This is an optimization exercise on Yosys and OpenROAD, whose aim is small area, not a production implementation. At most, simulation tests tie the RTL to the original design; equivalence was not proved.

==> inputs of umber <==
==> flow/design.v <==
package tiny45_pkg;
    localparam int counter_bits  = 3;
    typedef logic [3:0] nibble_t;
    localparam logic [6:0] op_load    = 7'b0000011;
    localparam logic [6:0] op_store   = 7'b0100011;
    localparam logic [6:0] op_alu_imm = 7'b0010011;
    localparam logic [6:0] op_alu_reg = 7'b0110011;
    localparam logic [6:0] op_lui     = 7'b0110111;
    localparam logic [6:0] op_auipc   = 7'b0010111;
endpackage
module tiny45_alu (
    input  logic                first,
    input  logic                last,
    input  logic                sub,
    input  logic                slt_signed,
    input  logic                logic_op,
    input  logic [1:0]          f,
    input  tiny45_pkg::nibble_t a,
    input  tiny45_pkg::nibble_t b,
    input  logic                cy,
    output tiny45_pkg::nibble_t result,
    output logic                cy_next
);
    tiny45_pkg::nibble_t b_eff;
    tiny45_pkg::nibble_t s;
    tiny45_pkg::nibble_t g;
    logic [4:0]          c;
    logic                lt;
    assign b_eff = sub ? ~b : b;
    assign c[0]  = !logic_op && (first ? sub : cy);
    always_comb begin
        for (int i = 0; i < 4; i++) begin
            s[i]   = a[i] ^ b_eff[i] ^ c[i];
            g[i]   = (a[i] & b_eff[i]) | (c[i] & (a[i] ^ b_eff[i]));
            c[i+1] = g[i] && !logic_op;
        end
    end
    assign lt      = (slt_signed && (a[3] != b[3])) ? a[3] : !g[3];
    assign cy_next = last ? lt : g[3];
    always_comb begin
        result = s;
        if (logic_op) begin
            case (f)
                2'b10:   result = s | g;
                2'b11:   result = g;
                default: result = s;
            endcase
        end
    end
endmodule
module tiny45_registers (
    input  logic                clk,
    input  logic                swept,
    input  logic                wr_en,
    input  logic [3:0]          rs1,
    input  logic [3:0]          rs2,
    input  logic [3:0]          rd,
    input  tiny45_pkg::nibble_t data_rd,
    output tiny45_pkg::nibble_t data_rs1,
    output tiny45_pkg::nibble_t data_rs2
);
    logic [31:0] regs [1:15];
    logic [15:1] we;
    logic [15:1] keep;
    always_comb begin
        for (int i = 1; i < 16; i++) begin
            we[i]   = wr_en && (rd == 4'(i));
            keep[i] = swept && !we[i];
        end
    end
    always_ff @(posedge clk) begin
        for (int i = 1; i < 16; i++) begin
            regs[i] <= {(data_rd & {4{we[i]}}) | (regs[i][3:0] & {4{keep[i]}}), regs[i][31:4]};
        end
    end
    always_comb begin
        data_rs1 = '0;
        data_rs2 = '0;
        for (int i = 1; i < 16; i++) begin
            data_rs1 = data_rs1 | (regs[i][3:0] & {4{swept && rs1 == 4'(i)}});
            data_rs2 = data_rs2 | (regs[i][3:0] & {4{swept && rs2 == 4'(i)}});
        end
    end
endmodule
module tiny45_decoder (
    input  logic                clk,
    input  logic                swept,        
    input  logic [31:0]         instr,
    input  logic [2:0]          counter,
    input  logic                first,        
    input  logic                retired,      
    input  logic                is_store,
    input  logic                is_upper,     
    output tiny45_pkg::nibble_t imm,
    output tiny45_pkg::nibble_t pc
);
    logic [31:0] imm_word;
    logic [31:0] pc_reg;                         
    logic        pc_cy;
    logic [4:0]  pc_sum;
    tiny45_pkg::nibble_t pc_nib;
    always_comb begin
        if (is_store) begin
            imm_word = {{20{instr[31]}}, instr[31:25], instr[11:7]};
        end else if (is_upper) begin
            imm_word = {instr[31:12], 12'h000};
        end else begin
            imm_word = {{20{instr[31]}}, instr[31:20]};
        end
    end
    assign imm = imm_word[{counter, 2'b00} +: 4];
    assign pc_nib = swept ? pc_reg[3:0] : 4'h0;
    assign pc_sum = {1'b0, pc_nib} + (first ? {2'b00, retired && swept, 2'b00} : {4'b0000, pc_cy});
    assign pc     = pc_sum[3:0];
    always_ff @(posedge clk) begin
        pc_reg <= {pc_sum[3:0], pc_reg[31:4]};
        pc_cy  <= pc_sum[4];
    end
endmodule
module tiny45_core (
    input  logic                clk,
    input  logic                rstn,
    input  logic [31:0]         instr,
    input  tiny45_pkg::nibble_t data_in,
    input  logic                load_data_ready,
    output logic                instr_complete,
    output logic [31:0]         data_out,
    output logic                address_ready,
    output logic                store_data_ready
);
    logic [2:0]          counter;
    logic                first;
    logic                last;
    logic                later;                  
    logic                is_load;
    logic                is_store;
    logic                is_alu_imm;
    logic                is_alu_reg;
    logic                is_lui;
    logic                is_auipc;
    logic                is_alu;
    logic                is_slt;
    logic [2:0]          funct3;
    logic                sub;
    logic                cy;
    logic                cy_next;
    logic                wr_en;
    tiny45_pkg::nibble_t data_rd;
    tiny45_pkg::nibble_t data_rs1;
    tiny45_pkg::nibble_t data_rs2;
    tiny45_pkg::nibble_t imm;
    tiny45_pkg::nibble_t pc;
    tiny45_pkg::nibble_t alu_a;
    tiny45_pkg::nibble_t alu_b;
    tiny45_pkg::nibble_t alu_out;
    logic [31:0]         out_word;
    logic                store_data;
    assign funct3     = instr[14:12];
    assign is_load    = instr[6:0] == tiny45_pkg::op_load;
    assign is_store   = instr[6:0] == tiny45_pkg::op_store;
    assign is_alu_imm = instr[6:0] == tiny45_pkg::op_alu_imm;
    assign is_alu_reg = instr[6:0] == tiny45_pkg::op_alu_reg;
    assign is_lui     = instr[6:0] == tiny45_pkg::op_lui;
    assign is_auipc   = instr[6:0] == tiny45_pkg::op_auipc;
    assign is_alu     = is_alu_imm || is_alu_reg;
    assign is_slt     = is_alu && funct3[2:1] == 2'b01;
    assign sub        = is_slt || (is_alu_reg && instr[30] && funct3 == 3'b000);
    assign first = counter == 3'd0;
    assign last  = counter == 3'd7;
    always_ff @(posedge clk) begin
        if (!rstn) begin
            counter <= '0;
        end else begin
            counter <= counter + 3'd1;
        end
    end
    logic swept;
    always_ff @(posedge clk) begin
        swept <= rstn && (swept || last);
    end
    always_ff @(posedge clk) begin
        if (!rstn) begin
            later <= 1'b0;
        end else if (last) begin
            later <= !instr_complete;
        end
    end
    tiny45_decoder u_decoder (
        .clk      (clk),
        .swept    (swept),
        .instr    (instr),
        .counter  (counter),
        .first    (first),
        .retired  (!later),
        .is_store (is_store),
        .is_upper (is_lui || is_auipc),
        .imm      (imm),
        .pc       (pc)
    );
    tiny45_registers u_registers (
        .clk      (clk),
        .swept    (swept),
        .wr_en    (wr_en),
        .rs1      (instr[18:15]),
        .rs2      (instr[23:20]),
        .rd       (instr[10:7]),
        .data_rd  (data_rd),
        .data_rs1 (data_rs1),
        .data_rs2 (data_rs2)
    );
    assign store_data = is_store && later;
    assign alu_a = is_auipc ? pc : ((is_lui || store_data) ? 4'h0 : data_rs1);
    assign alu_b = (is_alu_reg || store_data) ? data_rs2 : imm;
    tiny45_alu u_alu (
        .first      (first),
        .last       (last),
        .sub        (sub),
        .slt_signed (!funct3[0]),
        .logic_op   (is_alu && funct3[2] && funct3[1:0] != 2'b01),
        .f          (funct3[1:0]),
        .a          (alu_a),
        .b          (alu_b),
        .cy         (cy),
        .result     (alu_out),
        .cy_next    (cy_next)
    );
    always_ff @(posedge clk) begin
        cy <= cy_next;
    end
    always_comb begin
        if (is_load) begin
            wr_en   = load_data_ready && later;
            data_rd = data_in;
        end else if (is_slt) begin
            wr_en   = later;                     
            data_rd = {3'b000, cy && first};
        end else begin
            wr_en   = is_alu || is_lui || is_auipc;
            data_rd = alu_out;
        end
    end
    always_ff @(posedge clk) begin
        out_word <= {alu_out, out_word[31:4]};
    end
    always_comb begin
        instr_complete = 1'b0;
        if (last) begin
            if (is_slt || is_store) begin
                instr_complete = later;
            end else if (is_load) begin
                instr_complete = later && load_data_ready;
            end else begin
                instr_complete = 1'b1;
            end
        end
    end
    assign data_out         = out_word;
    assign address_ready    = last && !later && (is_load || is_store);
    assign store_data_ready = last && later && is_store;
endmodule
module tiny45_top (
    input  logic                clk,
    input  logic                rstn,
    input  logic [31:0]         instr,
    input  tiny45_pkg::nibble_t data_in,
    input  logic                load_data_ready,
    output logic                instr_complete,
    output logic [31:0]         data_out,
    output logic                address_ready,
    output logic                store_data_ready
);
    tiny45_core u_core (
        .clk              (clk),
        .rstn             (rstn),
        .instr            (instr),
        .data_in          (data_in),
        .load_data_ready  (load_data_ready),
        .instr_complete   (instr_complete),
        .data_out         (data_out),
        .address_ready    (address_ready),
        .store_data_ready (store_data_ready)
    );
endmodule
==> flow/flow/run.sh <==
#!/bin/bash
# Own layout flow: the standard ORFS flow, with
#  - the standard synthesis script (synth_recipe.tcl) run unchanged except that
#    ABC maps the logic with an area-oriented script (flow/abc_area.abc),
#  - port buffers made of buf_1 cells instead of the resizer's default choice.
# Each tool's full output stays in the ORFS logs under orfs/logs; make's own
# output goes to make_flow.log in this folder.
set -euo pipefail
W=$(cd "$(dirname "$0")/.." && pwd)
cd "$W"
export OWN_FLOW_DIR="$W/flow"
export FLOW_SYNTH_TCL="$W/synth_recipe.tcl"
export BUFFER_PORTS_ARGS="-buffer_cell sky130_fd_sc_hd__buf_1"
sed -e "s#SYNTH_SCRIPT=[^ ]*#SYNTH_SCRIPT=$W/flow/synth.tcl#" standard.sh > "$W/own_standard.sh"
bash "$W/own_standard.sh" finish > "$W/make_flow.log" 2>&1
test -f "$W/out/final.def"
==> flow/flow/abc_area.abc <==
&get -n
&dch -f
&nf -R 1000
&put
==> flow/flow/synth.tcl <==
# The standard flow's synthesis script, with ABC given an area-oriented mapping script
# and no adder extraction.
# Flip-flops are mapped before ABC runs, so the registers are the standard ones.
proc abc {args} {
  set i [lsearch -exact $args -script]
  if { $i >= 0 } {
    set args [lreplace $args [expr {$i + 1}] [expr {$i + 1}] $::env(OWN_FLOW_DIR)/abc_area.abc]
  }
  yosys abc {*}$args
}
# No full/half adder cells: ABC maps the adders to plain gates, which is smaller here
proc extract_fa {args} {}
source $::env(FLOW_SYNTH_TCL)
==> flow/standard.sh <==
#!/bin/bash
# synth_recipe.tcl (not shown) runs the flow's synth.tcl, then flattens the netlist and writes it again
# the make line also repeats each setting of config.mk as NAME=value (left out here)
make -C /OpenROAD-flow-scripts/flow DESIGN_CONFIG=/design/flow/config.mk WORK_HOME=/design/flow/orfs CLKGATE_MAP_FILE= SYNTH_SCRIPT=/design/flow/synth_recipe.tcl "${@:-finish}"
==> flow/config.mk <==
export PLATFORM = sky130hd
export DESIGN_NAME = tiny45_top
export DESIGN_NICKNAME = tiny45_top
export VERILOG_FILES = /design/flow/design.v
export SDC_FILE = /design/flow/constraint.sdc
export NUM_CORES = 4
export LEC_CHECK = 0
export CAP_MARGIN = 20
export CORE_MARGIN = 2
export CORE_UTILIZATION = 65
export CTS_BUF_LIST = sky130_fd_sc_hd__clkbuf_16
export CTS_CLUSTER_DIAMETER = 100
export CTS_CLUSTER_SIZE = 30
export SLEW_MARGIN = 20
==> flow/constraint.sdc <==
create_clock -name core_clock -period 10.0 [get_ports {clk}]
set_input_delay 2.0000 -clock core_clock [delete_from_list [all_inputs] [get_ports {clk}]]
set_output_delay 2.0000 -clock core_clock [all_outputs]
set_load 0.01 [all_outputs]
==> inputs of indigo, as changes to umber <==
==> flow/design.v, changed modules only <==
module tiny45_alu (
    input  logic                first,       
    input  logic                last,        
    input  logic                sub,         
    input  logic                slt_signed,
    input  logic                logic_op,    
    input  logic [1:0]          f,           
    input  tiny45_pkg::nibble_t a,
    input  tiny45_pkg::nibble_t b,
    input  logic                cy,          
    output tiny45_pkg::nibble_t result,
    output logic                cy_next
);
    tiny45_pkg::nibble_t b_eff;
    logic [4:0]          sum;
    logic                cin;
    logic                lt;
    assign b_eff = sub ? ~b : b;
    assign cin   = first ? sub : cy;
    assign sum   = {1'b0, a} + {1'b0, b_eff} + {4'b0000, cin};
    assign lt      = (slt_signed && (a[3] != b[3])) ? a[3] : !sum[4];
    assign cy_next = last ? lt : sum[4];
    always_comb begin
        result = sum[3:0];
        if (logic_op) begin
            case (f)
                2'b00:   result = a ^ b;
                2'b10:   result = a | b;
                2'b11:   result = a & b;
                default: result = sum[3:0];
            endcase
        end
    end
endmodule
module tiny45_registers (
    input  logic                clk,
    input  logic                rstn,
    input  logic                wr_en,
    input  logic                last,
    input  logic [3:0]          rs1,
    input  logic [3:0]          rs2,
    input  logic [3:0]          rd,
    input  tiny45_pkg::nibble_t data_rd,
    output tiny45_pkg::nibble_t data_rs1,
    output tiny45_pkg::nibble_t data_rs2
);
    logic [31:0] regs [1:15];
    logic [15:1] valid;
    logic [15:1] we;
    always_comb begin
        for (int i = 1; i < 16; i++) begin
            we[i] = wr_en && (rd == 4'(i));
        end
    end
    always_ff @(posedge clk) begin
        for (int i = 1; i < 16; i++) begin
            regs[i] <= {we[i] ? data_rd : regs[i][3:0], regs[i][31:4]};
        end
    end
    always_ff @(posedge clk) begin
        for (int i = 1; i < 16; i++) begin
            valid[i] <= rstn && (valid[i] || (we[i] && last));
        end
    end
    always_comb begin
        data_rs1 = '0;
        data_rs2 = '0;
        for (int i = 1; i < 16; i++) begin
            data_rs1 = data_rs1 | (regs[i][3:0] & {4{valid[i] && rs1 == 4'(i)}});
            data_rs2 = data_rs2 | (regs[i][3:0] & {4{valid[i] && rs2 == 4'(i)}});
        end
    end
endmodule
module tiny45_decoder (
    input  logic                clk,
    input  logic                rstn,
    input  logic [31:0]         instr,
    input  logic [2:0]          counter,
    input  logic                first,        
    input  logic                last,         
    input  logic                retired,      
    input  logic                is_store,
    input  logic                is_upper,     
    output tiny45_pkg::nibble_t imm,
    output tiny45_pkg::nibble_t pc
);
    logic [31:0] imm_word;
    logic [31:0] pc_reg;                         
    logic        pc_valid;                       
    logic        pc_cy;
    logic [4:0]  pc_sum;
    tiny45_pkg::nibble_t pc_nib;
    always_comb begin
        if (is_store) begin
            imm_word = {{20{instr[31]}}, instr[31:25], instr[11:7]};
        end else if (is_upper) begin
            imm_word = {instr[31:12], 12'h000};
        end else begin
            imm_word = {{20{instr[31]}}, instr[31:20]};
        end
    end
    assign imm = imm_word[{counter, 2'b00} +: 4];
    assign pc_nib = pc_valid ? pc_reg[3:0] : 4'h0;
    assign pc_sum = {1'b0, pc_nib} + (first ? {2'b00, retired && pc_valid, 2'b00} : {4'b0000, pc_cy});
    assign pc     = pc_sum[3:0];
    always_ff @(posedge clk) begin
        pc_reg <= {pc_sum[3:0], pc_reg[31:4]};
        pc_cy  <= pc_sum[4];
    end
    always_ff @(posedge clk) begin
        pc_valid <= rstn && (pc_valid || last);
    end
endmodule
module tiny45_core (
    input  logic                clk,
    input  logic                rstn,
    input  logic [31:0]         instr,
    input  tiny45_pkg::nibble_t data_in,
    input  logic                load_data_ready,
    output logic                instr_complete,
    output logic [31:0]         data_out,
    output logic                address_ready,
    output logic                store_data_ready
);
    logic [2:0]          counter;
    logic                first;
    logic                last;
    logic                later;                  
    logic                is_load;
    logic                is_store;
    logic                is_alu_imm;
    logic                is_alu_reg;
    logic                is_lui;
    logic                is_auipc;
    logic                is_alu;
    logic                is_slt;
    logic [2:0]          funct3;
    logic                sub;
    logic                cy;
    logic                cy_next;
    logic                wr_en;
    tiny45_pkg::nibble_t data_rd;
    tiny45_pkg::nibble_t data_rs1;
    tiny45_pkg::nibble_t data_rs2;
    tiny45_pkg::nibble_t imm;
    tiny45_pkg::nibble_t pc;
    tiny45_pkg::nibble_t alu_a;
    tiny45_pkg::nibble_t alu_b;
    tiny45_pkg::nibble_t alu_out;
    logic [31:0]         out_word;
    logic                store_data;
    assign funct3     = instr[14:12];
    assign is_load    = instr[6:0] == tiny45_pkg::op_load;
    assign is_store   = instr[6:0] == tiny45_pkg::op_store;
    assign is_alu_imm = instr[6:0] == tiny45_pkg::op_alu_imm;
    assign is_alu_reg = instr[6:0] == tiny45_pkg::op_alu_reg;
    assign is_lui     = instr[6:0] == tiny45_pkg::op_lui;
    assign is_auipc   = instr[6:0] == tiny45_pkg::op_auipc;
    assign is_alu     = is_alu_imm || is_alu_reg;
    assign is_slt     = is_alu && funct3[2:1] == 2'b01;
    assign sub        = is_slt || (is_alu_reg && instr[30] && funct3 == 3'b000);
    assign first = counter == 3'd0;
    assign last  = counter == 3'd7;
    always_ff @(posedge clk) begin
        if (!rstn) begin
            counter <= '0;
        end else begin
            counter <= counter + 3'd1;
        end
    end
    always_ff @(posedge clk) begin
        if (!rstn) begin
            later <= 1'b0;
        end else if (last) begin
            later <= !instr_complete;
        end
    end
    tiny45_decoder u_decoder (
        .clk      (clk),
        .rstn     (rstn),
        .instr    (instr),
        .counter  (counter),
        .first    (first),
        .last     (last),
        .retired  (!later),
        .is_store (is_store),
        .is_upper (is_lui || is_auipc),
        .imm      (imm),
        .pc       (pc)
    );
    tiny45_registers u_registers (
        .clk      (clk),
        .rstn     (rstn),
        .wr_en    (wr_en),
        .last     (last),
        .rs1      (instr[18:15]),
        .rs2      (instr[23:20]),
        .rd       (instr[10:7]),
        .data_rd  (data_rd),
        .data_rs1 (data_rs1),
        .data_rs2 (data_rs2)
    );
    assign store_data = is_store && later;
    assign alu_a = is_auipc ? pc : ((is_lui || store_data) ? 4'h0 : data_rs1);
    assign alu_b = (is_alu_reg || store_data) ? data_rs2 : imm;
    tiny45_alu u_alu (
        .first      (first),
        .last       (last),
        .sub        (sub),
        .slt_signed (!funct3[0]),
        .logic_op   (is_alu && funct3[2]),
        .f          (funct3[1:0]),
        .a          (alu_a),
        .b          (alu_b),
        .cy         (cy),
        .result     (alu_out),
        .cy_next    (cy_next)
    );
    always_ff @(posedge clk) begin
        cy <= cy_next;
    end
    always_comb begin
        if (is_load) begin
            wr_en   = load_data_ready && later;
            data_rd = data_in;
        end else if (is_slt) begin
            wr_en   = later;                     
            data_rd = {3'b000, cy && first};
        end else begin
            wr_en   = is_alu || is_lui || is_auipc;
            data_rd = alu_out;
        end
    end
    always_ff @(posedge clk) begin
        out_word <= {alu_out, out_word[31:4]};
    end
    always_comb begin
        instr_complete = 1'b0;
        if (last) begin
            if (is_slt || is_store) begin
                instr_complete = later;
            end else if (is_load) begin
                instr_complete = later && load_data_ready;
            end else begin
                instr_complete = 1'b1;
            end
        end
    end
    assign data_out         = out_word;
    assign address_ready    = last && !later && (is_load || is_store);
    assign store_data_ready = last && later && is_store;
endmodule
==> flow/run.sh (new file) <==
#!/bin/bash
# synth_recipe.tcl (not shown) runs the flow's synth.tcl, then flattens the netlist and writes it again
# the make line also repeats each setting of config.mk as NAME=value (left out here)
make -C /OpenROAD-flow-scripts/flow DESIGN_CONFIG=/design/flow/config.mk WORK_HOME=/design/flow/orfs CLKGATE_MAP_FILE= SYNTH_SCRIPT=/design/flow/synth_recipe.tcl finish
Settings changed: ABC_AREA set to 1, CORE_UTILIZATION 65 to 60, CTS_BUF_LIST sky130_fd_sc_hd__clkbuf_16 to sky130_fd_sc_hd__clkbuf_2 sky130_fd_sc_hd__clkbuf_4, CTS_CLUSTER_DIAMETER 100 to not set, CTS_CLUSTER_SIZE 30 to 20.
removed: flow/flow/run.sh
removed: flow/flow/abc_area.abc
removed: flow/flow/synth.tcl
removed: flow/standard.sh
==> qor summary <==
| metric | umber | indigo |
|---|---|---|
| Outcome | finished clean | finished clean |
| # Taps | 270 | 330 |
| Clock root buffer | clkbuf_16 | clkbuf_4 |
| Final core area utilization | 0.7280 | 0.7186 |
| Adder-cell area share of the yosys netlist | 0 | 0.01641 |
| Met3 wirelength from detailed routing | 1350 um | 2889 um |
| Layout filler cell count | 1330 | 1709 |
| Final setup skew | 0.01506 ns | 0.06583 ns |
| Initial antenna violation count | 1 | 3 |
| Final cell count without fillers | 1377 | 2007 |
| Worst reg2reg path startpoint | u_core.swept | u_core.counter[0] |
| Worst setup slack before clock tree synthesis | 3.097 ns | 3.854 ns |
| Syn nets | 1041 | 1455 |
| Sequential share of the synthesized area | 0.8161 | 0.7358 |
| Sequential cell count | 551 | 566 |
| Vias per std cell | 5.366 | 5.053 |
No functional check of the RTL was part of indigo.

[port drivers added, routing unchanged]
How much do the figures lean on ideal ports? The routed layouts below were timed once more, with nothing changed but the port constraints. Step 1, drivers: a clkbuf_16 drives clk and a buf_2 each remaining input, both assumed. Step 2 times the ports against the registers' clock, not the clock port: input delays grow and output delays shrink by t, the midpoint of the rising clock arrivals with the driver on. a / b / c = ideal / step 1 / step 2; a / b = the first two.
run | shift t [ns] | setup slack, ns | latest minus earliest clock arrival (ns) | worst register clock-pin slew, ns | pins driven straight from the clock port
umber | 0.575 | 3.644 / 3.632 / 3.057 | 0.015 / 0.015 | 0.11 / 0.11 | 1
indigo | 0.833 | 3.757 / 3.730 / 3.730 | 0.069 / 0.069 | 0.10 / 0.10 | 1
After both steps setup and hold are still met in every run listed. For umber, which loses most, drivers alone change the setup slack by -0.012 ns; drivers and shift together by -0.587 ns.
